What follows belongs to an exercise in optimizing a design on an open flow for small area, a short achievable clock period and few clock cycles; a production flow would make more cautious choices.
Where RTL was checked, it was by simulation tests only, not by an equivalence proof against the original.
Only the layout flow was run in run 5; the RTL was not checked for function there.

<file path="flow/design.v">
`timescale 1ns / 1ps
package sspc_pkg;
    localparam int PULSE_BITS      = 12;
    localparam int ANGLE_FRAC_BITS = 4;
    localparam int PULSE_W   = PULSE_BITS;
    localparam int DEG_W     = 10;
    localparam int ANGLE_W   = 14;
    localparam int DIR_W     = 2;
    localparam int REQ_W     = 3;
    localparam int CFG_IDX_W = 3;
    localparam int CFG_DAT_W = 12;
    localparam int SCL_W   = (ANGLE_W > DEG_W + ANGLE_FRAC_BITS) ? ANGLE_W
                                                                  : DEG_W + ANGLE_FRAC_BITS;
    localparam int X_W     = SCL_W + 1;
    localparam int DEN_W   = DEG_W + 1 + ANGLE_FRAC_BITS;
    localparam int PDIFF_W = PULSE_W + 1;
    localparam int OP_A_W  = (X_W > PULSE_W + 1) ? X_W : PULSE_W + 1;
    localparam int OP_B_W  = (PDIFF_W > DEN_W) ? PDIFF_W : DEN_W;
    localparam int OP_W    = (OP_A_W > OP_B_W) ? OP_A_W : OP_B_W;
    localparam int PROD_W  = 2 * OP_W;
    localparam int NUM_W   = PROD_W + 1;
    localparam int DIV_W   = NUM_W - 1;
    localparam int REM_W   = DEN_W + 1;
    localparam int CNT_W   = $clog2(DIV_W + 1);
    localparam logic signed [DEG_W-1:0] DEG_LOW_RST   = 10'sd0;
    localparam logic signed [DEG_W-1:0] DEG_HIGH_RST  = 10'sd180;
    localparam logic signed [DEG_W-1:0] HOME_DEG_RST  = 10'sd90;
    localparam logic [PULSE_W-1:0]      PLS_LOW_RST   = PULSE_W'(150);
    localparam logic [PULSE_W-1:0]      PLS_HIGH_RST  = PULSE_W'(600);
    localparam logic [PULSE_W-1:0]      STEP_RST      = PULSE_W'(5);
    localparam logic [PULSE_W-1:0]      PULSE_RST     = PULSE_W'(375);
    typedef enum logic [REQ_W-1:0] {
        REQ_TICK   = 3'd0,
        REQ_ABS    = 3'd1,
        REQ_REL    = 3'd2,
        REQ_ROTATE = 3'd3,
        REQ_STOP   = 3'd4,
        REQ_HOME   = 3'd5
    } t_req;
    typedef enum logic [CFG_IDX_W-1:0] {
        CFG_DEG_LOW  = 3'd0,
        CFG_DEG_HIGH = 3'd1,
        CFG_PLS_LOW  = 3'd2,
        CFG_PLS_HIGH = 3'd3,
        CFG_STEP     = 3'd4,
        CFG_HOME_DEG = 3'd5
    } t_cfg_idx;
    typedef enum logic [2:0] {
        ST_IDLE,
        ST_MUL_NUM,
        ST_MUL_OFS,
        ST_PREP,
        ST_DIV,
        ST_POST,
        ST_OUT
    } t_state;
endpackage
`timescale 1ns / 1ps
import sspc_pkg::*;
module servo_slew_position_controller
(
    input  logic                        i_clk,
    input  logic                        i_rst_n,
    input  logic                        i_in_valid,
    output logic                        o_in_stall,
    input  logic [sspc_pkg::REQ_W-1:0] i_req_type,
    input  logic signed [sspc_pkg::ANGLE_W-1:0] i_angle,
    input  logic signed [sspc_pkg::DIR_W-1:0] i_direction,
    output logic                        o_out_valid,
    input  logic                        i_out_stall,
    output logic [sspc_pkg::PULSE_W-1:0] o_pulse_width,
    output logic [sspc_pkg::PULSE_W-1:0] o_target_width,
    output logic                        o_pwm_write,
    input  logic                        i_cfg_valid,
    output logic                        o_cfg_ready,
    input  logic [sspc_pkg::CFG_IDX_W-1:0] i_cfg_index,
    input  logic [sspc_pkg::CFG_DAT_W-1:0] i_cfg_data
);
    localparam logic [2:0] OP_NOP  = 3'd0;
    localparam logic [2:0] OP_TICK = 3'd1;
    localparam logic [2:0] OP_MAP  = 3'd2;    
    localparam logic [2:0] OP_REL  = 3'd3;    
    localparam logic [2:0] OP_CUR  = 3'd4;    
    localparam logic [2:0] OP_PL   = 3'd5;    
    localparam logic [2:0] OP_PH   = 3'd6;    
    logic signed [9:0]  r_deg_low, r_deg_high, r_home;
    logic [11:0]        r_pls_low, r_pls_high, r_step;
    always_ff @(posedge i_clk) begin
        if (!i_rst_n) begin
            r_deg_low  <= DEG_LOW_RST;
            r_deg_high <= DEG_HIGH_RST;
            r_pls_low  <= PLS_LOW_RST;
            r_pls_high <= PLS_HIGH_RST;
            r_step     <= STEP_RST;
            r_home     <= HOME_DEG_RST;
        end else if (i_cfg_valid) begin
            case (i_cfg_index)
                3'd0: r_deg_low  <= $signed(i_cfg_data[9:0]);
                3'd1: r_deg_high <= $signed(i_cfg_data[9:0]);
                3'd2: r_pls_low  <= i_cfg_data;
                3'd3: r_pls_high <= i_cfg_data;
                3'd4: r_step     <= i_cfg_data;
                3'd5: r_home     <= $signed(i_cfg_data[9:0]);
                default: ;
            endcase
        end
    end
    logic signed [10:0] dd_c;
    logic signed [12:0] pd_c;
    logic        c_dz, c_dneg, c_pneg;
    logic [9:0]  c_den;
    logic [11:0] c_pmag;
    assign dd_c = 11'(r_deg_high) - 11'(r_deg_low);
    assign pd_c = $signed({1'b0, r_pls_high}) - $signed({1'b0, r_pls_low});
    always_ff @(posedge i_clk) begin
        c_dz   <= (dd_c == 11'sd0);
        c_dneg <= dd_c[10];
        c_den  <= dd_c[10] ? 10'(-dd_c) : dd_c[9:0];
        c_pneg <= pd_c[12];
        c_pmag <= pd_c[12] ? 12'(-pd_c) : pd_c[11:0];
    end
    logic [11:0] r_cur, r_tgt;
    logic        r_wr, r_ov;
    logic        k_v, k_sx, k_ovf;
    logic [2:0]  k_op;
    logic [11:0] k_q;
    logic        en;
    assign en = !k_v;
    assign o_cfg_ready    = 1'b1;
    assign o_in_stall     = k_v;
    assign o_out_valid    = r_ov;
    assign o_pulse_width  = r_cur;
    assign o_target_width = r_tgt;
    assign o_pwm_write    = r_wr;
    logic [2:0] c0_op_1;
    always_comb begin
        case (i_req_type)
            3'd0: c0_op_1 = OP_TICK;
            3'd1, 3'd5: c0_op_1 = OP_MAP;
            3'd2: c0_op_1 = OP_REL;
            3'd3: c0_op_1 = i_direction[1] ? OP_PL : (i_direction != 2'sd0) ? OP_PH : OP_CUR;
            3'd4: c0_op_1 = OP_CUR;
            default: c0_op_1 = OP_NOP;
        endcase
    end
    logic signed [14:0] c0_ae_2;
    assign c0_ae_2 = (i_req_type == 3'd5) ? (15'(r_home) <<< 4) : 15'(i_angle);
    logic signed [14:0] c0_sb_3;
    assign c0_sb_3 = (i_req_type == 3'd2) ? 15'sd0 : (15'(r_deg_low) <<< 4);
    logic signed [14:0] c0_x_4;
    assign c0_x_4 = c0_ae_2 - c0_sb_3;
    logic [13:0] c0_a_5;
    assign c0_a_5 = c0_x_4[14] ? 14'(-c0_x_4) : c0_x_4[13:0];
    logic c0_sx_6;
    assign c0_sx_6 = c0_x_4[14];
    logic [13:0] p1_a;
    logic [2:0] p1_op;
    logic p1_sx;
    logic p1_v;
    always_ff @(posedge i_clk) begin
        if (!i_rst_n) begin
            p1_v <= 1'b0;
        end else if (en) begin
            p1_v <= i_in_valid;
        end
    end
    always_ff @(posedge i_clk) begin
        if (en) begin
            p1_a <= c0_a_5;
            p1_op <= c0_op_1;
            p1_sx <= c0_sx_6;
        end
    end
    logic [25:0] c1_prod_7;
    assign c1_prod_7 = 26'(p1_a) * 26'(c_pmag);
    logic [21:0] c1_m_8;
    assign c1_m_8 = c1_prod_7[25:4];
    logic [21:0] p2_m;
    logic [2:0] p2_op;
    logic p2_sx;
    logic p2_v;
    always_ff @(posedge i_clk) begin
        if (!i_rst_n) begin
            p2_v <= 1'b0;
        end else if (en) begin
            p2_v <= p1_v;
        end
    end
    always_ff @(posedge i_clk) begin
        if (en) begin
            p2_m <= c1_m_8;
            p2_op <= p1_op;
            p2_sx <= p1_sx;
        end
    end
    logic c2_ovf_9;
    assign c2_ovf_9 = (p2_m[21:12] >= c_den);
    logic [9:0] c2_rem_10;
    assign c2_rem_10 = p2_m[21:12];
    logic [11:0] c2_ml_11;
    assign c2_ml_11 = p2_m[11:0];
    logic [10:0] c2_t11_12;
    assign c2_t11_12 = {c2_rem_10, c2_ml_11[11]};
    logic [11:0] c2_r11_13;
    assign c2_r11_13 = {1'b0, c2_t11_12} - {2'b0, c_den};
    logic c2_ge11_14;
    assign c2_ge11_14 = !c2_r11_13[11];
    logic c2_q_15;
    assign c2_q_15 = c2_ge11_14;
    logic [9:0] c2_rem_16;
    assign c2_rem_16 = c2_ge11_14 ? c2_r11_13[9:0] : c2_t11_12[9:0];
    logic [10:0] c2_ml_17;
    assign c2_ml_17 = c2_ml_11[10:0];
    logic [10:0] c2_t10_18;
    assign c2_t10_18 = {c2_rem_16, c2_ml_17[10]};
    logic [11:0] c2_r10_19;
    assign c2_r10_19 = {1'b0, c2_t10_18} - {2'b0, c_den};
    logic c2_ge10_20;
    assign c2_ge10_20 = !c2_r10_19[11];
    logic [1:0] c2_q_21;
    assign c2_q_21 = {c2_q_15, c2_ge10_20};
    logic [9:0] c2_rem_22;
    assign c2_rem_22 = c2_ge10_20 ? c2_r10_19[9:0] : c2_t10_18[9:0];
    logic [9:0] c2_ml_23;
    assign c2_ml_23 = c2_ml_17[9:0];
    logic [9:0] p3_ml;
    logic [2:0] p3_op;
    logic p3_ovf;
    logic [1:0] p3_q;
    logic [9:0] p3_rem;
    logic p3_sx;
    logic p3_v;
    always_ff @(posedge i_clk) begin
        if (!i_rst_n) begin
            p3_v <= 1'b0;
        end else if (en) begin
            p3_v <= p2_v;
        end
    end
    always_ff @(posedge i_clk) begin
        if (en) begin
            p3_ml <= c2_ml_23;
            p3_op <= p2_op;
            p3_ovf <= c2_ovf_9;
            p3_q <= c2_q_21;
            p3_rem <= c2_rem_22;
            p3_sx <= p2_sx;
        end
    end
    logic [10:0] c3_t9_24;
    assign c3_t9_24 = {p3_rem, p3_ml[9]};
    logic [11:0] c3_r9_25;
    assign c3_r9_25 = {1'b0, c3_t9_24} - {2'b0, c_den};
    logic c3_ge9_26;
    assign c3_ge9_26 = !c3_r9_25[11];
    logic [2:0] c3_q_27;
    assign c3_q_27 = {p3_q, c3_ge9_26};
    logic [9:0] c3_rem_28;
    assign c3_rem_28 = c3_ge9_26 ? c3_r9_25[9:0] : c3_t9_24[9:0];
    logic [8:0] c3_ml_29;
    assign c3_ml_29 = p3_ml[8:0];
    logic [10:0] c3_t8_30;
    assign c3_t8_30 = {c3_rem_28, c3_ml_29[8]};
    logic [11:0] c3_r8_31;
    assign c3_r8_31 = {1'b0, c3_t8_30} - {2'b0, c_den};
    logic c3_ge8_32;
    assign c3_ge8_32 = !c3_r8_31[11];
    logic [3:0] c3_q_33;
    assign c3_q_33 = {c3_q_27, c3_ge8_32};
    logic [9:0] c3_rem_34;
    assign c3_rem_34 = c3_ge8_32 ? c3_r8_31[9:0] : c3_t8_30[9:0];
    logic [7:0] c3_ml_35;
    assign c3_ml_35 = c3_ml_29[7:0];
    logic [7:0] p4_ml;
    logic [2:0] p4_op;
    logic p4_ovf;
    logic [3:0] p4_q;
    logic [9:0] p4_rem;
    logic p4_sx;
    logic p4_v;
    always_ff @(posedge i_clk) begin
        if (!i_rst_n) begin
            p4_v <= 1'b0;
        end else if (en) begin
            p4_v <= p3_v;
        end
    end
    always_ff @(posedge i_clk) begin
        if (en) begin
            p4_ml <= c3_ml_35;
            p4_op <= p3_op;
            p4_ovf <= p3_ovf;
            p4_q <= c3_q_33;
            p4_rem <= c3_rem_34;
            p4_sx <= p3_sx;
        end
    end
    logic [10:0] c4_t7_36;
    assign c4_t7_36 = {p4_rem, p4_ml[7]};
    logic [11:0] c4_r7_37;
    assign c4_r7_37 = {1'b0, c4_t7_36} - {2'b0, c_den};
    logic c4_ge7_38;
    assign c4_ge7_38 = !c4_r7_37[11];
    logic [4:0] c4_q_39;
    assign c4_q_39 = {p4_q, c4_ge7_38};
    logic [9:0] c4_rem_40;
    assign c4_rem_40 = c4_ge7_38 ? c4_r7_37[9:0] : c4_t7_36[9:0];
    logic [6:0] c4_ml_41;
    assign c4_ml_41 = p4_ml[6:0];
    logic [10:0] c4_t6_42;
    assign c4_t6_42 = {c4_rem_40, c4_ml_41[6]};
    logic [11:0] c4_r6_43;
    assign c4_r6_43 = {1'b0, c4_t6_42} - {2'b0, c_den};
    logic c4_ge6_44;
    assign c4_ge6_44 = !c4_r6_43[11];
    logic [5:0] c4_q_45;
    assign c4_q_45 = {c4_q_39, c4_ge6_44};
    logic [9:0] c4_rem_46;
    assign c4_rem_46 = c4_ge6_44 ? c4_r6_43[9:0] : c4_t6_42[9:0];
    logic [5:0] c4_ml_47;
    assign c4_ml_47 = c4_ml_41[5:0];
    logic [5:0] p5_ml;
    logic [2:0] p5_op;
    logic p5_ovf;
    logic [5:0] p5_q;
    logic [9:0] p5_rem;
    logic p5_sx;
    logic p5_v;
    always_ff @(posedge i_clk) begin
        if (!i_rst_n) begin
            p5_v <= 1'b0;
        end else if (en) begin
            p5_v <= p4_v;
        end
    end
    always_ff @(posedge i_clk) begin
        if (en) begin
            p5_ml <= c4_ml_47;
            p5_op <= p4_op;
            p5_ovf <= p4_ovf;
            p5_q <= c4_q_45;
            p5_rem <= c4_rem_46;
            p5_sx <= p4_sx;
        end
    end
    logic [10:0] c5_t5_48;
    assign c5_t5_48 = {p5_rem, p5_ml[5]};
    logic [11:0] c5_r5_49;
    assign c5_r5_49 = {1'b0, c5_t5_48} - {2'b0, c_den};
    logic c5_ge5_50;
    assign c5_ge5_50 = !c5_r5_49[11];
    logic [6:0] c5_q_51;
    assign c5_q_51 = {p5_q, c5_ge5_50};
    logic [9:0] c5_rem_52;
    assign c5_rem_52 = c5_ge5_50 ? c5_r5_49[9:0] : c5_t5_48[9:0];
    logic [4:0] c5_ml_53;
    assign c5_ml_53 = p5_ml[4:0];
    logic [10:0] c5_t4_54;
    assign c5_t4_54 = {c5_rem_52, c5_ml_53[4]};
    logic [11:0] c5_r4_55;
    assign c5_r4_55 = {1'b0, c5_t4_54} - {2'b0, c_den};
    logic c5_ge4_56;
    assign c5_ge4_56 = !c5_r4_55[11];
    logic [7:0] c5_q_57;
    assign c5_q_57 = {c5_q_51, c5_ge4_56};
    logic [9:0] c5_rem_58;
    assign c5_rem_58 = c5_ge4_56 ? c5_r4_55[9:0] : c5_t4_54[9:0];
    logic [3:0] c5_ml_59;
    assign c5_ml_59 = c5_ml_53[3:0];
    logic [3:0] p6_ml;
    logic [2:0] p6_op;
    logic p6_ovf;
    logic [7:0] p6_q;
    logic [9:0] p6_rem;
    logic p6_sx;
    logic p6_v;
    always_ff @(posedge i_clk) begin
        if (!i_rst_n) begin
            p6_v <= 1'b0;
        end else if (en) begin
            p6_v <= p5_v;
        end
    end
    always_ff @(posedge i_clk) begin
        if (en) begin
            p6_ml <= c5_ml_59;
            p6_op <= p5_op;
            p6_ovf <= p5_ovf;
            p6_q <= c5_q_57;
            p6_rem <= c5_rem_58;
            p6_sx <= p5_sx;
        end
    end
    logic [10:0] c6_t3_60;
    assign c6_t3_60 = {p6_rem, p6_ml[3]};
    logic [11:0] c6_r3_61;
    assign c6_r3_61 = {1'b0, c6_t3_60} - {2'b0, c_den};
    logic c6_ge3_62;
    assign c6_ge3_62 = !c6_r3_61[11];
    logic [8:0] c6_q_63;
    assign c6_q_63 = {p6_q, c6_ge3_62};
    logic [9:0] c6_rem_64;
    assign c6_rem_64 = c6_ge3_62 ? c6_r3_61[9:0] : c6_t3_60[9:0];
    logic [2:0] c6_ml_65;
    assign c6_ml_65 = p6_ml[2:0];
    logic [10:0] c6_t2_66;
    assign c6_t2_66 = {c6_rem_64, c6_ml_65[2]};
    logic [11:0] c6_r2_67;
    assign c6_r2_67 = {1'b0, c6_t2_66} - {2'b0, c_den};
    logic c6_ge2_68;
    assign c6_ge2_68 = !c6_r2_67[11];
    logic [9:0] c6_q_69;
    assign c6_q_69 = {c6_q_63, c6_ge2_68};
    logic [9:0] c6_rem_70;
    assign c6_rem_70 = c6_ge2_68 ? c6_r2_67[9:0] : c6_t2_66[9:0];
    logic [1:0] c6_ml_71;
    assign c6_ml_71 = c6_ml_65[1:0];
    logic [1:0] p7_ml;
    logic [2:0] p7_op;
    logic p7_ovf;
    logic [9:0] p7_q;
    logic [9:0] p7_rem;
    logic p7_sx;
    logic p7_v;
    always_ff @(posedge i_clk) begin
        if (!i_rst_n) begin
            p7_v <= 1'b0;
        end else if (en) begin
            p7_v <= p6_v;
        end
    end
    always_ff @(posedge i_clk) begin
        if (en) begin
            p7_ml <= c6_ml_71;
            p7_op <= p6_op;
            p7_ovf <= p6_ovf;
            p7_q <= c6_q_69;
            p7_rem <= c6_rem_70;
            p7_sx <= p6_sx;
        end
    end
    logic [10:0] c7_t1_72;
    assign c7_t1_72 = {p7_rem, p7_ml[1]};
    logic [11:0] c7_r1_73;
    assign c7_r1_73 = {1'b0, c7_t1_72} - {2'b0, c_den};
    logic c7_ge1_74;
    assign c7_ge1_74 = !c7_r1_73[11];
    logic [10:0] c7_q_75;
    assign c7_q_75 = {p7_q, c7_ge1_74};
    logic [9:0] c7_rem_76;
    assign c7_rem_76 = c7_ge1_74 ? c7_r1_73[9:0] : c7_t1_72[9:0];
    logic c7_ml_77;
    assign c7_ml_77 = p7_ml[0];
    logic [10:0] c7_t0_78;
    assign c7_t0_78 = {c7_rem_76, c7_ml_77};
    logic [11:0] c7_r0_79;
    assign c7_r0_79 = {1'b0, c7_t0_78} - {2'b0, c_den};
    logic c7_ge0_80;
    assign c7_ge0_80 = !c7_r0_79[11];
    logic [11:0] c7_q_81;
    assign c7_q_81 = {c7_q_75, c7_ge0_80};
    logic [2:0] p8_op;
    logic p8_ovf;
    logic [11:0] p8_q;
    logic p8_sx;
    logic p8_v;
    always_ff @(posedge i_clk) begin
        if (!i_rst_n) begin
            p8_v <= 1'b0;
        end else if (en) begin
            p8_v <= p7_v;
        end
    end
    always_ff @(posedge i_clk) begin
        if (en) begin
            p8_op <= p7_op;
            p8_ovf <= p7_ovf;
            p8_q <= c7_q_81;
            p8_sx <= p7_sx;
        end
    end
    logic        f_free, i_v, i_sx, i_ovf;
    logic [2:0]  i_op;
    logic [11:0] i_q;
    assign f_free = !r_ov || !i_out_stall;
    assign i_v    = k_v ? 1'b1  : p8_v;
    assign i_op   = k_v ? k_op  : p8_op;
    assign i_sx   = k_v ? k_sx  : p8_sx;
    assign i_ovf  = k_v ? k_ovf : p8_ovf;
    assign i_q    = k_v ? k_q   : p8_q;
    always_ff @(posedge i_clk) begin
        if (!i_rst_n) begin
            k_v <= 1'b0;
        end else begin
            k_v <= i_v && !f_free;
        end
    end
    always_ff @(posedge i_clk) begin
        if (!k_v) begin
            k_op  <= p8_op;
            k_sx  <= p8_sx;
            k_ovf <= p8_ovf;
            k_q   <= p8_q;
        end
    end
    logic        qneg;
    assign qneg = i_sx ^ c_dneg ^ c_pneg;
    logic [12:0]        cp;
    logic signed [12:0] cm;
    logic [11:0]        tick_cur;
    logic signed [13:0] over_hi, under_lo;
    assign cp = {1'b0, r_cur} + {1'b0, r_step};
    assign cm = $signed({1'b0, r_cur}) - $signed({1'b0, r_step});
    assign over_hi  = $signed({2'b0, r_tgt}) - $signed({2'b0, r_cur}) - $signed({2'b0, r_step});
    assign under_lo = $signed({2'b0, r_tgt}) - $signed({2'b0, r_cur}) + $signed({2'b0, r_step});
    assign tick_cur = (over_hi > 14'sd0) ? cp[11:0] : under_lo[13] ? cm[11:0] : r_tgt;
    logic [12:0] map_sum;
    logic [11:0] map_t;
    assign map_sum = {1'b0, r_pls_low} + {1'b0, i_q};
    assign map_t   = qneg ? (c_pneg ? r_pls_high : r_pls_low)
                   : (i_ovf || c_pneg || (i_q > c_pmag)) ? r_pls_high : map_sum[11:0];
    logic [12:0] rel_add;
    logic signed [12:0] rel_sub;
    logic [11:0] rel_t;
    assign rel_add = {1'b0, r_tgt} + {1'b0, i_q};
    assign rel_sub = $signed({1'b0, r_tgt}) - $signed({1'b0, i_q});
    assign rel_t   = qneg ? ((i_ovf || rel_sub[12]) ? 12'd0 : rel_sub[11:0])
                          : ((i_ovf || rel_add[12]) ? 12'hfff : rel_add[11:0]);
    always_ff @(posedge i_clk) begin
        if (!i_rst_n) begin
            r_ov  <= 1'b0;
            r_wr  <= 1'b0;
            r_cur <= PULSE_RST;
            r_tgt <= PULSE_RST;
        end else if (f_free) begin
            r_ov <= i_v;
            if (i_v) begin
                r_wr <= (i_op == OP_TICK);
                case (i_op)
                    OP_TICK: r_cur <= tick_cur;
                    OP_MAP:  if (!c_dz) r_tgt <= map_t;
                    OP_REL:  if (!c_dz) r_tgt <= rel_t;
                    OP_CUR:  r_tgt <= r_cur;
                    OP_PL:   r_tgt <= r_pls_low;
                    OP_PH:   r_tgt <= r_pls_high;
                    default: ;
                endcase
            end
        end
    end
endmodule
</file>
<file path="flow/flow/run.sh">
#!/bin/bash
set -euo pipefail
MARGIN=${MARGIN:-7}
sed "s/SETUP_SLACK_MARGIN=5/SETUP_SLACK_MARGIN=${MARGIN}/" standard.sh > standard_margin.sh
grep -q "SETUP_SLACK_MARGIN=${MARGIN}" standard_margin.sh
bash standard_margin.sh > flow.log 2>&1
</file>
<file path="flow/standard.sh">
#!/bin/bash
# synth_recipe.tcl (not shown) runs the flow's synth.tcl, then flattens the netlist and writes it again
# the make line also repeats each setting of config.mk as NAME=value (left out here)
make -C /OpenROAD-flow-scripts/flow DESIGN_CONFIG=/design/flow/config.mk WORK_HOME=/design/flow/orfs CLKGATE_MAP_FILE= SYNTH_SCRIPT=/design/flow/synth_recipe.tcl "${@:-finish}"
</file>
<file path="flow/config.mk">
export PLATFORM = sky130hd
export DESIGN_NAME = servo_slew_position_controller
export DESIGN_NICKNAME = servo_slew_position_controller
export VERILOG_FILES = /design/flow/design.v
export SDC_FILE = /design/flow/constraint.sdc
export NUM_CORES = 4
export LEC_CHECK = 0
export CAP_MARGIN = 20
export CORE_MARGIN = 2
export CORE_UTILIZATION = 40
export SETUP_SLACK_MARGIN = 5
export SLEW_MARGIN = 20
</file>
<file path="flow/constraint.sdc">
create_clock -name core_clock -period 11.0 [get_ports {i_clk}]
set_input_delay 2.2000 -clock core_clock [delete_from_list [all_inputs] [get_ports {i_clk}]]
set_output_delay 2.2000 -clock core_clock [all_outputs]
set_load 0.01 [all_outputs]
</file>
==> flow_metrics.py, run 1 <==
metrics = {
    "die": {
        "core-area_mm2": 0.07149,
        "dieHeight_um": 272.5,
        "rows": 98,
        "die_area_mm2": 0.07428,
        "ios": 67,
        "fp.dieW_um": 272.5,
        "start_util": 0.4035,
    },
    "layout": {
        "diodes": 0,
        "multiInputGateArea_mm2": 0.02036,
        "final_common_cell": "nand2_1",
        "sequential_cell_area_mm2": 0.008811,
        "stdcell_count": 4434,
        "syn_to_final_growth_pct": 26.09,
        "num-nets-final": 3968,
        "fillCellCount": 6485,
        "drive_gt1_frac": 0.2201,
        "final_cell_mix": "nand2_1, inv_1, ha_1",
    },
    "cts": {
        "ctsHoldBuffers": 0,
        "clk_pin_slew_ns": 0.06,
        "cts_tree": "yes",
        "numCtsBuffers": 41,
        "clock_latency_ns": 0.57,
        "clockRootBuffer": "clkbuf_16",
        "ctsHtreeMaxLevel": 2,
        "cts_buffer_depth": 3,
        "cts_sinks": 339,
    },
    "grt": {
        "grt_pass1_vias": 23197,
        "grt_max_degree": 95,
        "antenna_found_initial": 0,
        "grt.overflow.total": 0,
        "grt_use_total": 0.2086,
        "grt_pass1_wl_mm": 124.3,
    },
    "yosys": {
        "synth_edf_count": 196,
        "synthArstFlopShare": 0,
        "syn_area_per_cell_um2": 9.201,
        "synth_warnings": 1,
        "syn_inst": 3135,
        "synth-seq-cells": 339,
        "synth_nets": 3652,
        "synth_ff_type": "edfxtp_1",
        "yosysSeqAreaShare": 0.3033,
        "ys_types": 85,
        "syn-cell-area_mm2": 0.02885,
    },
    "detailed_routing": {
        "ant_nets": 0,
        "drcViolationCount": 0,
        "via_per_inst": 5.334,
        "postRouteWirelength_mm": 78.59,
        "vias": 23651,
        "wl_per_cell_um": 17.72,
        "firstDrtPassIters": 5,
        "drtIter0Drc": 1361,
    },
    "timing": {
        "min_period_over_period": 0.4864,
        "period_minus_slack_ns": 5.350,
        "max_freq_ghz": 0.1869,
        "finalClockSkew_ns": 0.02971,
        "tns_ns": 0,
        "setup_viol": 0,
        "worst_slew_pin_slew_ns": 1.060,
        "slew_violations": 0,
        "relSlewSlack": 0.2905,
        "rsz0062_at_grt": "yes",
        "final_hold_viol_count": 0,
    },
    "placed_design": {
        "globalplace.congestion": 0.9094,
        "numPlacedInstances": 4081,
        "hpwl_mm": 53.51,
        "port_buffers": 65,
    },
    "setup_path": {
        "max_stage_delay_ns": 0.55,
        "cp-start-kind": "flip-flop",
        "crit_slowest_cell": "fa_1",
        "worstPathRequired_ns": 11.32,
        "critPathArrivalTime_ns": 5.67,
        "cp_max_fo": 5,
        "path_class": "reg -> reg",
        "worstSetupEndpointType": "flip-flop",
        "crit_top_cell": "fa_1",
        "path_cells": "buf_6 > and2_1 > fa_1 > fa_1 > fa_1 > fa_1 > inv_2 > fa_1 > inv_2 > ha_4 > nand3_1 > nor2_4 > a211oi_4 > or3_4 > a31oi_4 > a21o_1 > a21oi_2 > xnor2_1",
    },
    "min_path": {
        "hold_class": "reg -> reg",
    },
    "job": {
        "maxCapViolations": 0,
    },
    "run_status": {
        "status": "finished clean",
    },
}
==> stage by stage <==
step	utilization	setup slack, ns	area (um^2)	hold WS, ns
4_1_cts	0.4921	5.749	35180	0.4119
3_5_place_dp	0.4330	4.750	30950	0.4045
3_3_place_gp	0.4329	4.800	30940	0.4000
6_report	0.5088	5.650	36370	0.4105
2_1_floorplan	-	5.953	29540	0.4003
5_1_grt	0.5088	5.520	36370	0.4178
==> state kept, by name (all words and copies together) (netlist names), 10 cells and up <==
name / cells
c_den: 10
c_pmag: 12
k_q: 12
p1_a: 14
p2_m: 22
p3_ml: 10
p3_rem: 10
p4_rem: 10
p5_rem: 10
p6_rem: 10
p7_q: 10
p7_rem: 10
p8_q: 12
r_cur: 12
r_deg_high: 10
r_deg_low: 10
r_home: 10
r_pls_high: 12
r_pls_low: 12
r_step: 12
r_tgt: 12
==> worst max-delay path: cells and delay by family, from the launching register on <==
family                     cells  cell delay, ns
and+or+nand+nor                4            0.81
buffers and inverters          3            0.28
xor gates and xnor gates       1            0.12
AOI/OAI and AO/OA              4            0.52
adders and majority gates      6            2.87
DFF                            1            0.52
==> cells in the mapped netlist, drive strengths merged, types with 20 or more instances <==
master  instances  share of area
a31oi          21         0.0046
mux2           79          0.031
nand3          48         0.0083
a21oi         209          0.036
fa            141          0.098
mux2i          51          0.018
inv           352          0.046
or3            22         0.0048
a211oi         22         0.0059
ha            337           0.15
xor2           52          0.016
nor2b          50          0.011
o211ai         21         0.0056
nand2b         32         0.0069
o31ai          20         0.0052
nand2         425          0.055
edfxtp        196           0.20
o21ai         131          0.023
a21o           46          0.012
dfxtp         143          0.099
and2           74          0.016
nor3           51         0.0088
xnor2         134          0.041
nor2          156          0.020
clkbuf         77          0.010
==> logic make-up (layout without fill, tap and decap cells) <==
family	after synthesis	count (layout)	share of synthesized area
AO/OA/AOI/OAI	631	634	0.1401
XOR/XNOR	186	186	0.05647
adder cells (fa/ha/maj)	478	478	0.2440
buffers and inverters	439	785	0.05773
flip-flops	339	339	0.3033
multiplexers	130	130	0.04854
other	1	1	0.0001300
AND/OR/NAND/NOR	931	931	0.1497
==> final timing paths <==
check           start  endpoint  slack [ns]  depth (start not counted)
min reg2reg  p6_op[1]  p7_op[1]        0.41                          0
max reg2reg   p1_a[6]  p2_m[20]        5.65                         18
max           p1_a[6]  p2_m[20]        5.65                         18
min          p6_op[1]  p7_op[1]        0.41                          0
==> cell type report <==
| cell class | count | share of cell area |
|---|---|---|
| clock inverter | 17 | 0.004816 |
| timing repair buffer | 356 | 0.09012 |
| multi-input combinational | 2360 | 0.5597 |
| sequential | 339 | 0.2422 |
| clock buffer | 59 | 0.03354 |
| tap | 950 | 0.03268 |
| inverter | 353 | 0.03691 |
==> layer usage <==
metal  share of wire  global-route usage  wire (um)  up-vias
li1                -                   -          -    11468
met1            0.45              0.2815      35300    11431
met2            0.47              0.3416      36690      595
met3           0.052             0.03102       4078      157
met4           0.032             0.07157       2524        0
met5               0                   0          0        -
==> repair_timing <==
item,4_1_cts,5_1_grt
resized for setup,256,189
cloned,4,0
buffers inserted,221,51
endpoints found under the setup margin,113,116
pin swaps,129,134
Testbench counts, summed over its fixed seeds: cycles 7,632.
==> inputs of run 2 (changes only) <==
==> flow/run.sh (new file) <==
#!/bin/bash
# synth_recipe.tcl (not shown) runs the flow's synth.tcl, then flattens the netlist and writes it again
# the make line also repeats each setting of config.mk as NAME=value (left out here)
make -C /OpenROAD-flow-scripts/flow DESIGN_CONFIG=/design/flow/config.mk WORK_HOME=/design/flow/orfs CLKGATE_MAP_FILE= SYNTH_SCRIPT=/design/flow/synth_recipe.tcl finish
--- a/flow/config.mk
+++ b/flow/config.mk
@@ -9,4 +9,5 @@
 export CORE_MARGIN = 2
 export CORE_UTILIZATION = 40
+export PLACE_DENSITY = 0.85
 export SETUP_SLACK_MARGIN = 5
 export SLEW_MARGIN = 20
removed: flow/flow/run.sh
removed: flow/standard.sh
==> run 2 against run 1 <==
- still clean
- fmax fell by 9.3%
- utilization fell by 6.1 points
- die area did not move
- count of clock-buffer cells in the layout fell by 15
- worst setup slack got worse by 0.55 ns
- synthesized cell count did not move
- area after synthesis did not move
- worst hold slack improved by 0.0045 ns
- flip-flop and latch count did not move
- critical path type unchanged
- highest routed layer unchanged
==> flow_metrics.py, run 2 <==
metrics = {
    "grt": {
        "grt_pass1_vias": 22822,
        "grt_use_total": 0.1916,
        "antenna_found_initial": 0,
        "grt.overflow.total": 0,
        "grt_max_degree": 127,
        "grt_pass1_wl_mm": 116.4,
    },
    "detailed_routing": {
        "postRouteWirelength_mm": 71.88,
        "vias": 23027,
        "drtIter0Drc": 2143,
        "via_per_inst": 5.523,
        "wl_per_cell_um": 17.24,
        "ant_nets": 0,
        "drcViolationCount": 0,
        "firstDrtPassIters": 6,
    },
    "die": {
        "ios": 67,
        "fp.dieW_um": 272.5,
        "core-area_mm2": 0.07149,
        "die_area_mm2": 0.07428,
        "dieHeight_um": 272.5,
        "start_util": 0.4035,
        "rows": 98,
    },
    "placed_design": {
        "globalplace.congestion": 0.9545,
        "hpwl_mm": 52.77,
        "port_buffers": 65,
    },
    "layout": {
        "utilization": 0.4476,
        "largest_reg_flops": 22,
        "syn_to_final_growth_pct": 10.93,
        "top_register": "p2_m",
        "diodes": 0,
        "final_cell_mix": "nand2_1, inv_1, ha_1",
        "drive_gt1_frac": 0.07394,
        "top_regs": "p2_m (22), p1_a (14)",
        "final_common_cell": "nand2_1",
        "num-nets-final": 3707,
    },
    "cts": {
        "clk_pin_slew_ns": 0.06,
        "clockRootBuffer": "clkbuf_16",
        "cts_sinks": 339,
        "clock_latency_ns": 0.58,
        "ctsHoldBuffers": 0,
        "ctsHtreeMaxLevel": 2,
        "cts_tree": "yes",
        "cts_buffer_depth": 3,
        "numCtsBuffers": 39,
    },
    "setup_path": {
        "worstPathRequired_ns": 11.31,
        "cp-start-kind": "flip-flop",
        "critPathArrivalTime_ns": 6.21,
        "worstSetupEndpointType": "flip-flop",
        "path_class": "reg -> reg",
        "cp_max_fo": 10,
    },
    "yosys": {
        "synthArstFlopShare": 0,
        "synth_ff_type": "edfxtp_1",
        "ys_types": 85,
        "synth_edf_count": 196,
        "synth.area.top_cells": "edfxtp_1, ha_1, dfxtp_1",
        "synth_top_cell_area_share": 0.2040,
        "syn_area_per_cell_um2": 9.201,
        "yosys.cell_count.top_type": "nand2_1",
        "synth-seq-cells": 339,
        "synth_warnings": 1,
        "yosysSeqAreaShare": 0.3033,
        "yosys-top-cells-count": "nand2_1, inv_1, ha_1",
        "syn-cell-area_mm2": 0.02885,
        "yosysTopAreaCell": "edfxtp_1",
        "synth_nets": 3652,
        "syn_inst": 3135,
    },
    "timing": {
        "finalClockSkew_ns": 0.01944,
        "setup_viol": 0,
        "final_hold_viol_count": 0,
        "slew_violations": 0,
        "whs_ns": 0.4151,
        "worst_slew_pin_slew_ns": 1.009,
        "min_period_over_period": 0.5361,
        "tns_ns": 0,
        "max_freq_ghz": 0.1696,
        "period_minus_slack_ns": 5.897,
        "rsz0062_at_grt": "no",
        "relSlewSlack": 0.3241,
    },
    "job": {
        "maxCapViolations": 0,
    },
    "min_path": {
        "hold_class": "reg -> reg",
    },
    "run_status": {
        "status": "finished clean",
    },
}
[run 2: cell count changes in the layout (fill, tap and decap cells not counted), sizes merged, moves of 2 or more]
cell	previous run	this run
clkinv	11	14
a21bo	7	4
bufinv	3	5
clkinvlp	2	7
clkdlybuf4s50	60	65
clkbuf	60	44
buf	293	35
[run 2: worst max-delay path: stages (launching register included)]
cell	delay, ns
edfxtp_1	0.55
and2_1	0.26
fa_1	0.51
inv_1	0.06
fa_1	0.53
inv_1	0.05
fa_1	0.38
fa_1	0.52
inv_1	0.05
fa_1	0.47
inv_1	0.04
ha_1	0.36
a21o_1	0.20
a21oi_1	0.20
nor3b_1	0.36
a211oi_1	0.19
o31ai_2	0.39
o21ai_0	0.18
a21oi_1	0.21
xnor2_1	0.11
[run 2: stage by stage]
stage / setup slack [ns] / area [um^2] / instances
after floorplan: 5.515 / 28850 / 3135
after global placement: 4.758 / 30480 / 4079
after detailed placement: 4.638 / 30480 / 4079
after CTS: 5.009 / 31820 / 4152
after global routing: 4.952 / 32000 / 4169
final: 5.103 / 32000 / 4169
[run 2: final timing paths]
path	start	to	slack (ns)	cells past startpoint
max	p1_a[4]	p2_m[21]	5.10	19
min	p6_q[6]	p7_q[8]	0.42	0
max reg2reg	p1_a[4]	p2_m[21]	5.10	19
min reg2reg	p6_q[6]	p7_q[8]	0.42	0
[run 2: layer usage]
layer	wire [um]	track usage
met5	0	0
met4	3036	0.08589
met3	4675	0.02320
met2	33850	0.3236
met1	30310	0.2460
[run 2: cells by family (layout without fill, tap and decap cells)]
group	count (synthesis)	count (layout)	synth area share
AO/OA/AOI/OAI	631	631	0.1401
XOR/XNOR	186	186	0.05647
adder cells (fa/ha/maj)	478	478	0.2440
buffers and inverters	439	523	0.05773
flip-flops	339	339	0.3033
multiplexers	130	130	0.04854
other	1	1	0.0001300
AND/OR/NAND/NOR	931	931	0.1497
[run 2: what timing repair did]
action | in CTS | in global routing
gates resized for setup | 5 | 15
pin swaps | 0 | 2
endpoints found under the setup margin | 22 | 66
buffers inserted | 3 | 17
[run 2: final cells by class]
class | count | area (um^2)
clock inverters | 26 | 310.3
repair buffers | 100 | 925.9
inverters | 353 | 1336
well taps | 950 | 1189
fillers | 6447 | 39490
flip-flops and latches | 339 | 8765
clock buffers | 44 | 994.7
multi-input cells | 2357 | 18480
==> inputs of run 3 (changes only) <==
--- a/flow/config.mk
+++ b/flow/config.mk
@@ -9,5 +9,4 @@
 export CORE_MARGIN = 2
 export CORE_UTILIZATION = 40
-export PLACE_DENSITY = 0.85
 export SETUP_SLACK_MARGIN = 5
 export SLEW_MARGIN = 20
==> run 3 against run 2 <==
- still clean
- area after synthesis stayed put
- count of clock-buffer cells in the layout up 14
- non-clock buffer count decreased by 4
- synthesized cell count stayed put
- utilization about the same
- critical path type unchanged
- critical endpoint unchanged
==> flow_metrics.py, run 3 <==
metrics = {
    "setup_path": {
        "cp_max_fo": 12,
        "worstSetupEndpointType": "flip-flop",
        "worstPathRequired_ns": 11.30,
        "path_class": "reg -> reg",
        "critPathArrivalTime_ns": 5.97,
        "cp-start-kind": "flip-flop",
    },
    "timing": {
        "relSlewSlack": 0.2642,
        "finalClockSkew_ns": 0.03044,
        "final_hold_viol_count": 0,
        "period_minus_slack_ns": 5.675,
        "fin_ws_ns": 5.325,
        "worst_slew_pin_slew_ns": 1.095,
        "tns_ns": 0,
        "rsz0062_at_grt": "no",
        "whs_ns": 0.4025,
        "max_freq_ghz": 0.1762,
        "slew_violations": 0,
        "setup_viol": 0,
        "min_period_over_period": 0.5159,
    },
    "die": {
        "fp.dieW_um": 272.5,
        "core-area_mm2": 0.07149,
        "ios": 67,
        "die_area_mm2": 0.07428,
        "start_util": 0.4035,
        "rows": 98,
        "dieHeight_um": 272.5,
    },
    "layout": {
        "diodes": 0,
        "utilization": 0.4480,
        "final_cell_mix": "nand2_1, inv_1, ha_1",
        "fillCellCount": 6979,
        "largest_reg_flops": 22,
        "top_register": "p2_m",
        "num-nets-final": 3705,
        "final_common_cell": "nand2_1",
        "syn_to_final_growth_pct": 11.01,
        "drive_gt1_frac": 0.07303,
        "top_regs": "p2_m (22), p1_a (14)",
    },
    "detailed_routing": {
        "postRouteWirelength_mm": 70.74,
        "ant_nets": 0,
        "via_per_inst": 5.284,
        "vias": 22024,
        "firstDrtPassIters": 5,
        "wl_per_cell_um": 16.97,
        "drtIter0Drc": 1337,
        "drcViolationCount": 0,
    },
    "cts": {
        "cts_tree": "yes",
        "clockRootBuffer": "clkbuf_16",
        "clock_latency_ns": 0.57,
        "clk_pin_slew_ns": 0.06,
        "ctsHtreeMaxLevel": 2,
        "cts_buffer_depth": 3,
        "cts_sinks": 339,
        "ctsHoldBuffers": 0,
        "numCtsBuffers": 41,
    },
    "yosys": {
        "synth_ff_type": "edfxtp_1",
        "syn-cell-area_mm2": 0.02885,
        "ys_types": 85,
        "synth_warnings": 1,
        "syn_area_per_cell_um2": 9.201,
        "synth_nets": 3652,
        "syn_inst": 3135,
        "yosysTopAreaCell": "edfxtp_1",
        "synth_top_cell_area_share": 0.2040,
        "synth.area.top_cells": "edfxtp_1, ha_1, dfxtp_1",
        "synth_edf_count": 196,
        "synthArstFlopShare": 0,
        "yosys.cell_count.top_type": "nand2_1",
        "synth-seq-cells": 339,
        "yosys-top-cells-count": "nand2_1, inv_1, ha_1",
        "yosysSeqAreaShare": 0.3033,
    },
    "placed_design": {
        "globalplace.congestion": 0.9333,
        "port_buffers": 65,
        "pre_cts_slack_ns": 4.699,
        "hpwl_mm": 53.06,
    },
    "run_status": {
        "status": "finished clean",
    },
    "job": {
        "maxCapViolations": 0,
    },
    "min_path": {
        "hold_class": "reg -> reg",
    },
    "grt": {
        "grt_max_degree": 140,
        "grt_pass1_wl_mm": 114.7,
        "antenna_found_initial": 0,
        "grt.overflow.total": 0,
        "grt_use_total": 0.1922,
        "grt_pass1_vias": 21433,
    },
}
[run 3: cell counts after synthesis]
No cell type changed its count.
[run 3: worst paths after layout]
check | cells after the start | start | end | slack (ns)
worst max register to register | 19 | p1_a[4] | p2_m[21] | 5.33
worst min-delay path | 0 | p7_sx | p8_sx | 0.40
worst min register to register | 0 | p7_sx | p8_sx | 0.40
worst max-delay path | 19 | p1_a[4] | p2_m[21] | 5.33
[run 3: final cells by class]
type / instances / area (um^2) / share of cell area
Clock buffer: 58 / 1202 / 0.03755
Clock inverter: 15 / 151.4 / 0.004728
Inverter: 353 / 1336 / 0.04173
Multi-Input combinational cell: 2357 / 18490 / 0.5774
Sequential cell: 339 / 8760 / 0.2735
Tap cell: 950 / 1189 / 0.03712
Timing Repair Buffer: 96 / 895.9 / 0.02798
[run 3: logic make-up (layout without fill, tap and decap cells)]
family,count (synthesis),count (layout),synth area share
xor+xnor,186,186,0.05647
fa+ha+maj,478,478,0.2440
mux,130,130,0.04854
compound gates,631,631,0.1401
other cells,1,1,0.0001300
flops,339,339,0.3033
buf+inv,439,522,0.05773
simple gates,931,931,0.1497
[run 3: worst max-delay path, stage by stage (launching register included)]
cell      delay [ns]
edfxtp_1        0.61
and2_1          0.28
fa_1            0.50
inv_1           0.05
fa_1            0.53
inv_1           0.05
fa_1            0.39
fa_1            0.52
inv_1           0.05
fa_1            0.47
inv_1           0.04
ha_1            0.36
a21o_1          0.19
a21oi_1         0.17
nor3b_1         0.27
a211oi_1        0.16
o31ai_2         0.36
o21ai_0         0.15
a21oi_1         0.18
xnor2_1         0.08
[run 3: routing by layer]
metal	track usage	share of wire
met2	0.3188	0.46
met1	0.2636	0.47
met3	0.02724	0.046
met5	0	0
met4	0.04815	0.023
[run 3: timing repair]
item                                    in CTS  in global routing
buffers inserted                             0                 14
gates resized for setup                      1                 19
pin swaps                                    0                  1
endpoints found under the setup margin       1                 74
[run 3: through the flow]
step / cells / area [um^2]
final: 4168 / 32020
after floorplan: 3135 / 28850
after detailed placement: 4079 / 30480
after CTS: 4152 / 31830
after global placement: 4079 / 30480
after global routing: 4168 / 32020
==> inputs of run 4 (changes only) <==
--- a/flow/config.mk
+++ b/flow/config.mk
@@ -8,5 +8,6 @@
 export CAP_MARGIN = 20
 export CORE_MARGIN = 2
-export CORE_UTILIZATION = 40
+export CORE_UTILIZATION = 60
+export PLACE_DENSITY = 0.75
 export SETUP_SLACK_MARGIN = 5
 export SLEW_MARGIN = 20
==> run 4 against run 3 <==
- still clean
- global-route usage is 10 points higher
- flip-flop and latch count stayed put
- critical endpoint unchanged
- fmax is 0.38% lower
- area after synthesis stayed put
==> flow_metrics.py, run 4 <==
metrics = {
    "cts": {
        "cts_buffer_depth": 3,
        "clock_latency_ns": 0.56,
        "clockRootBuffer": "clkbuf_16",
        "ctsHtreeMaxLevel": 2,
        "cts_sinks": 339,
        "clk_pin_slew_ns": 0.06,
        "cts_tree": "yes",
        "numCtsBuffers": 39,
    },
    "detailed_routing": {
        "firstDrtPassIters": 8,
        "drtIter0Drc": 1726,
        "vias": 22797,
        "postRouteWirelength_mm": 72.56,
        "ant_nets": 0,
        "wl_per_cell_um": 18.90,
        "drcViolationCount": 0,
        "via_per_inst": 5.938,
    },
    "setup_path": {
        "worstSetupEndpointType": "flip-flop",
        "worstPathRequired_ns": 11.30,
        "cp_max_fo": 9,
        "critPathArrivalTime_ns": 5.99,
        "cp-start-kind": "flip-flop",
        "reg2reg_from": "p1_a[3]",
        "path_class": "reg -> reg",
        "crit_slowest_cell": "edfxtp_1",
        "crit_start": "p1_a[3]",
        "crit_top_cell": "fa_1",
        "path_cells": "and2_1 > fa_1 > inv_1 > fa_1 > inv_1 > fa_1 > fa_1 > inv_1 > fa_1 > inv_1 > ha_1 > a21o_1 > a21oi_1 > nor3b_1 > a211oi_1 > o31ai_2 > o21ai_0 > a21oi_1 > xnor2_1",
        "max_stage_delay_ns": 0.57,
    },
    "yosys": {
        "synth_edf_count": 196,
        "yosys-top-cells-count": "nand2_1, inv_1, ha_1",
        "yosysTopAreaCell": "edfxtp_1",
        "synth_ff_type": "edfxtp_1",
        "synth_nets": 3652,
        "synth-seq-cells": 339,
        "syn-cell-area_mm2": 0.02885,
        "synthArstFlopShare": 0,
        "syn_inst": 3135,
        "synth.area.top_cells": "edfxtp_1, ha_1, dfxtp_1",
        "ys_types": 85,
        "synth_top_cell_area_share": 0.2040,
        "yosys.cell_count.top_type": "nand2_1",
        "yosysSeqAreaShare": 0.3033,
        "syn_area_per_cell_um2": 9.201,
        "synth_warnings": 1,
    },
    "placed_design": {
        "pre_cts_slack_ns": 4.611,
        "dpl_cell_area_mm2": 0.03005,
        "port_buffers": 65,
        "globalplace.congestion": 0.9338,
        "hpwl_mm": 55.12,
    },
    "die": {
        "start_util": 0.6054,
        "ios": 67,
        "die_area_mm2": 0.04985,
        "fp.dieW_um": 223.3,
        "dieHeight_um": 223.3,
        "rows": 80,
        "core-area_mm2": 0.04765,
    },
    "layout": {
        "sequential_cell_area_mm2": 0.008766,
        "fillCellCount": 3868,
        "drive_gt1_frac": 0.07537,
        "diodes": 0,
        "final_common_cell": "nand2_1",
        "largest_reg_flops": 22,
        "multiInputGateArea_mm2": 0.01849,
        "stdcell_area_mm2": 0.03161,
        "num-nets-final": 3712,
        "syn_to_final_growth_pct": 9.573,
        "top_register": "p2_m",
        "final_cell_mix": "nand2_1, inv_1, ha_1",
        "top_regs": "p2_m (22), p1_a (14)",
    },
    "job": {
        "maxCapViolations": 0,
    },
    "grt": {
        "grt.overflow.total": 0,
        "grt_pass1_vias": 23219,
        "grt_pass1_wl_mm": 117.7,
        "grt_max_degree": 144,
        "antenna_found_initial": 0,
        "grt_use_total": 0.2937,
    },
    "timing": {
        "setup_viol": 0,
        "min_period_over_period": 0.5178,
        "finalClockSkew_ns": 0.02243,
        "slew_violations": 0,
        "rsz0062_at_grt": "no",
        "period_minus_slack_ns": 5.696,
        "worst_slew_pin_slew_ns": 1.087,
        "fin_ws_ns": 5.304,
        "tns_ns": 0,
        "max_freq_ghz": 0.1756,
        "relSlewSlack": 0.2569,
        "final_hold_viol_count": 0,
    },
    "run_status": {
        "status": "finished clean",
    },
    "min_path": {
        "hold_start": "p6_q[7]",
        "hold_class": "reg -> reg",
    },
}
-- run 4: cell counts after synthesis --
Identical to the previous run, type by type.
-- run 4: timing repair --
action / in CTS / in global routing
endpoints found under the setup margin: 22 / 69
pin swaps: 0 / 3
gates resized for setup: 2 / 23
hold buffers: 0 / 0
buffers inserted: 0 / 26
-- run 4: cell families after synthesis --
logic type,Yosys count,share of synthesized area
xor gates and xnor gates,186,0.05647
DFF,339,0.3033
buffers and inverters,439,0.05773
adders and majority gates,478,0.2440
and+or+nand+nor,931,0.1497
muxes,130,0.04854
other,1,0.0001300
AOI/OAI and AO/OA,631,0.1401
-- run 4: path summary, 6_finish.rpt --
kind / slack, ns / cells after the start / to
max: 5.30 / 19 / p2_m[21]
min: 0.41 / 0 / p7_q[9]
max reg2reg: 5.30 / 19 / p2_m[21]
min reg2reg: 0.41 / 0 / p7_q[9]
-- run 4: metrics by stage --
step,hold WS [ns],utilization,cells
2_1_floorplan,0.4003,-,3135
3_3_place_gp,0.4003,0.6308,3743
3_5_place_dp,0.4045,0.6308,3743
4_1_cts,0.4121,0.6578,3813
5_1_grt,0.4218,0.6634,3839
6_report,0.4096,0.6634,3839
-- run 4: metal layers --
| layer | up-vias | part of all wire | wire length, um | GRT usage |
|---|---|---|---|---|
| met5 | - | 0 | 0 | 0 |
| met4 | 0 | 0.030 | 2165 | 0.08796 |
| met3 | 151 | 0.057 | 4143 | 0.04201 |
| met2 | 675 | 0.48 | 34890 | 0.5088 |
| met1 | 11034 | 0.43 | 31370 | 0.3827 |
| li1 | 10937 | - | - | - |
-- run 4: layout make-up --
class,instances,share of cell area
clock buffers,46,0.03238
clock inverters,24,0.008273
flip-flops and latches,339,0.2773
multi-input cells,2357,0.5849
repair buffers,105,0.03052
well taps,615,0.02434
inverters,353,0.04228
-- run 4: critical path, delay by kind of cell (launching register included) --
kind | cells | cell delay (ns)
and+or+nand+nor | 2 | 0.54
xor gates and xnor gates | 1 | 0.10
adders and majority gates | 6 | 2.77
AOI/OAI and AO/OA | 6 | 1.26
DFF | 1 | 0.57
buffers and inverters | 4 | 0.21
==> inputs of run 5 (changes only) <==
--- a/flow/design.v
+++ b/flow/design.v
@@ -122,11 +122,8 @@
     logic [11:0] r_cur, r_tgt;
     logic        r_wr, r_ov;
-    logic        k_v, k_sx, k_ovf;
-    logic [2:0]  k_op;
-    logic [11:0] k_q;
     logic        en;
-    assign en = !k_v;
+    assign en = !(r_ov && i_out_stall);
     assign o_cfg_ready    = 1'b1;
-    assign o_in_stall     = k_v;
+    assign o_in_stall     = !en;
     assign o_out_valid    = r_ov;
     assign o_pulse_width  = r_cur;
@@ -480,28 +477,12 @@
         end
     end
-    logic        f_free, i_v, i_sx, i_ovf;
+    logic        i_v, i_sx, i_ovf;
     logic [2:0]  i_op;
     logic [11:0] i_q;
-    assign f_free = !r_ov || !i_out_stall;
-    assign i_v    = k_v ? 1'b1  : p8_v;
-    assign i_op   = k_v ? k_op  : p8_op;
-    assign i_sx   = k_v ? k_sx  : p8_sx;
-    assign i_ovf  = k_v ? k_ovf : p8_ovf;
-    assign i_q    = k_v ? k_q   : p8_q;
-    always_ff @(posedge i_clk) begin
-        if (!i_rst_n) begin
-            k_v <= 1'b0;
-        end else begin
-            k_v <= i_v && !f_free;
-        end
-    end
-    always_ff @(posedge i_clk) begin
-        if (!k_v) begin
-            k_op  <= p8_op;
-            k_sx  <= p8_sx;
-            k_ovf <= p8_ovf;
-            k_q   <= p8_q;
-        end
-    end
+    assign i_v   = p8_v;
+    assign i_op  = p8_op;
+    assign i_sx  = p8_sx;
+    assign i_ovf = p8_ovf;
+    assign i_q   = p8_q;
     logic        qneg;
     assign qneg = i_sx ^ c_dneg ^ c_pneg;
@@ -533,5 +514,5 @@
             r_cur <= PULSE_RST;
             r_tgt <= PULSE_RST;
-        end else if (f_free) begin
+        end else if (en) begin
             r_ov <= i_v;
             if (i_v) begin
--- a/flow/config.mk
+++ b/flow/config.mk
@@ -8,6 +8,5 @@
 export CAP_MARGIN = 20
 export CORE_MARGIN = 2
-export CORE_UTILIZATION = 60
-export PLACE_DENSITY = 0.75
+export CORE_UTILIZATION = 40
 export SETUP_SLACK_MARGIN = 5
 export SLEW_MARGIN = 20
==> run 5 against run 4 <==
- first-iteration DRC count fell by 22%
- critical path depth fell by 1
- clock skew rose by 0.0064 ns
- largest cell class unchanged
- synthesized cell count fell by 0.70%
- final cell count rose by 8.3%
- non-clock buffer count rose by 5
==> flow_metrics.py, run 5 <==
metrics = {
    "die": {
        "start_util": 0.4024,
        "rows": 98,
        "core-area_mm2": 0.07124,
        "fp.dieW_um": 271.7,
        "dieHeight_um": 271.7,
        "die_area_mm2": 0.07383,
        "ios": 67,
    },
    "run_status": {
        "status": "finished clean",
    },
    "setup_path": {
        "reg2reg_from": "p1_a[8]",
        "rr_worst_depth": 18,
        "r2r-end": "p2_m[21]",
        "critPathArrivalTime_ns": 6.08,
        "crit_start": "p1_a[8]",
        "path_class": "reg -> reg",
        "worstSetupEndpointType": "flip-flop",
        "endpoint": "p2_m[21]",
        "cp_max_fo": 8,
        "r2r_slack_ns": 5.24,
        "worstPathRequired_ns": 11.32,
        "cp-start-kind": "flip-flop",
    },
    "cts": {
        "ctsHtreeMaxLevel": 2,
        "cts_tree": "yes",
        "clockRootBuffer": "clkbuf_16",
        "clk_pin_slew_ns": 0.07,
        "numCtsBuffers": 37,
        "cts_sinks": 321,
        "cts_buffer_depth": 3,
        "clock_latency_ns": 0.56,
    },
    "grt": {
        "grt_pass1_vias": 21602,
        "grt_max_degree": 82,
        "antenna_found_initial": 0,
        "grt_pass1_wl_mm": 116.0,
        "grt.overflow.total": 0,
        "grt_use_total": 0.1947,
    },
    "layout": {
        "multiInputGateArea_mm2": 0.01874,
        "utilization": 0.4479,
        "largest_reg_flops": 22,
        "sequential_cell_area_mm2": 0.008406,
        "syn_to_final_growth_pct": 11.31,
        "top_regs": "p2_m (22), p1_a (14)",
        "diodes": 0,
        "final_common_cell": "nand2_1",
        "fillCellCount": 6900,
        "top_register": "p2_m",
        "drive_gt1_frac": 0.08105,
        "final_cell_mix": "nand2_1, inv_1, ha_1",
        "num-nets-final": 3695,
    },
    "timing": {
        "tns_ns": 0,
        "setup_viol": 0,
        "period_minus_slack_ns": 5.762,
        "rsz0062_at_grt": "yes",
        "finalClockSkew_ns": 0.02886,
        "final_hold_viol_count": 0,
        "worst_slew_pin_slew_ns": 1.084,
        "min_period_over_period": 0.5238,
        "relSlewSlack": 0.2744,
        "max_freq_ghz": 0.1735,
        "slew_violations": 0,
    },
    "yosys": {
        "synth_xor_area_frac": 0.05399,
        "syn_area_per_cell_um2": 9.209,
        "yosysTopAreaCell": "edfxtp_1",
        "synthMuxAreaShare": 0.03636,
        "synth.area.top_cells": "edfxtp_1, ha_1, fa_1",
        "synth_simple_gate_area_frac": 0.1571,
        "syn_inst": 3113,
        "synth_ff_type": "edfxtp_1",
        "yosys-top-cells-count": "nand2_1, inv_1, ha_1",
        "synth_top_family_by_area": "adder cells",
        "synth_compound_area_frac": 0.1571,
        "synth_top_cell_area_share": 0.2053,
        "syn-cell-area_mm2": 0.02867,
        "synthArstFlopShare": 0,
        "yosys.cell_count.top_type": "nand2_1",
        "synth_edf_count": 196,
        "ys_types": 98,
        "synthAdderAreaFrac": 0.2451,
        "synth-seq-cells": 321,
        "synth_nets": 3629,
        "yosysSeqAreaShare": 0.2926,
        "synth_warnings": 1,
    },
    "detailed_routing": {
        "postRouteWirelength_mm": 70.96,
        "drtIter0Drc": 1338,
        "via_per_inst": 5.286,
        "ant_nets": 0,
        "vias": 21980,
        "drcViolationCount": 0,
        "firstDrtPassIters": 5,
        "wl_per_cell_um": 17.07,
    },
    "job": {
        "maxCapViolations": 0,
    },
    "min_path": {
        "hold_start": "p3_ovf",
        "hold_class": "reg -> reg",
    },
    "placed_design": {
        "globalplace.congestion": 0.8842,
        "hpwl_mm": 53.41,
        "port_buffers": 65,
    },
}
## run 5: cell count changes after synthesis, sizes merged, moves of 15 or more
cell / delta
dfxtp: -18
nand2: -33
nor3: +16
a21oi: -75
o21ai: +17
nand3: +15
mux2i: -20
nor2: +22
o41ai: +16
a21boi: +55
## run 5: worst max-delay path, stage by stage, from the launching register on
cell and delay, ns:
edfxtp_1 0.55, and2_4 0.24, fa_1 0.50, fa_1 0.59
fa_1 0.44, fa_1 0.50, inv_1 0.05, fa_1 0.48
inv_1 0.05, ha_1 0.34, a21oi_1 0.16, o21ai_0 0.12
o2bb2ai_1 0.14, a41o_1 0.26, o41ai_4 0.41, nor3_2 0.10
or3_1 0.37, a21oi_2 0.15, xnor2_1 0.07
## run 5: cell type report
class | instances | share of cell area
Clock buffer | 48 | 0.03360
Clock inverter | 20 | 0.006313
Inverter | 344 | 0.04046
Multi-Input combinational cell | 2365 | 0.5874
Sequential cell | 321 | 0.2634
Tap cell | 950 | 0.03725
Timing Repair Buffer | 110 | 0.03156
## run 5: logic make-up (layout without fill, tap and decap cells)
logic type | count (synthesis) | in the layout
AOI/OAI and AO/OA | 653 | 653
xor gates and xnor gates | 175 | 175
adders and majority gates | 477 | 477
buffers and inverters | 429 | 522
DFF | 321 | 321
muxes | 96 | 96
other | 1 | 1
and+or+nand+nor | 961 | 963
## run 5: worst min-delay path by stage
stage                          end  slack [ns]  cells after the start
after floorplan           p2_op[0]        0.40                      0
after detailed placement  p2_op[0]        0.40                      0
after global routing         p4_sx        0.42                      0
after CTS                    p4_sx        0.41                      0
final                       p4_ovf        0.41                      0
after global placement    p6_ml[0]        0.40                      0
## run 5: repair_timing
action	in CTS	in global routing
cloned	2	0
setup buffers	0	28
hold endpoints to repair	0	0
setup endpoints to repair	19	30
hold buffers	0	0
pin swaps	1	3
resized for setup	10	21
## run 5: metal layers
| metal | part of all wire | wire (um) | track usage | vias to the layer above |
|---|---|---|---|---|
| met4 | 0.021 | 1463 | 0.04482 | 0 |
| met2 | 0.46 | 32650 | 0.3220 | 460 |
| met3 | 0.041 | 2911 | 0.02203 | 82 |
| li1 | - | - | - | 10951 |
| met5 | 0 | 0 | 0 | - |
| met1 | 0.48 | 33930 | 0.2725 | 10487 |
## run 5: stage by stage
stage	hold WS [ns]	setup slack, ns	area (um^2)	instances
6_report	0.4124	5.238	31910	4158
4_1_cts	0.4125	4.993	31600	4130
3_5_place_dp	0.4045	4.239	30280	4060
2_1_floorplan	0.4003	5.073	28680	3113
3_3_place_gp	0.4007	4.338	30280	4060
5_1_grt	0.4186	4.945	31910	4158

==> static timing again, ports no longer ideal <==
The flow's constraints put no driver on any port. The routed layouts listed below were extracted and timed again, unchanged, in two steps. Step 1 assumes that a clkbuf_16 drives the clock port and a buf_2 every other input. Step 2 moves the port delays by t, midway between the first and last clock arrival at a register: inputs arrive t later, outputs are due t later. That takes back most of the time a late clock gives input paths. Three values: ideal ports, drivers, drivers and shift; two values: the first two.
run	t, ns	setup WS [ns]	hold WS [ns]	worst setup path after step 2	clock arrival spread, ns
run 1	0.623	5.650 / 5.650 / 5.650	0.411 / 0.411 / 0.411	register to register	0.031 / 0.031
run 2	0.629	5.103 / 5.103 / 4.685	0.415 / 0.415 / 0.415	input to register	0.022 / 0.021
run 3	0.614	5.325 / 5.325 / 4.799	0.403 / 0.403 / 0.403	input to register	0.031 / 0.030
run 4	0.601	5.304 / 5.304 / 4.895	0.410 / 0.410 / 0.410	input to register	0.027 / 0.028
run 5	0.613	5.238 / 5.238 / 4.859	0.412 / 0.412 / 0.412	input to register	0.039 / 0.039
After both steps every run listed still meets setup and hold. The setup slack of run 3, which loses most, moves by 0.000 ns with the drivers and by -0.526 ns with both steps.
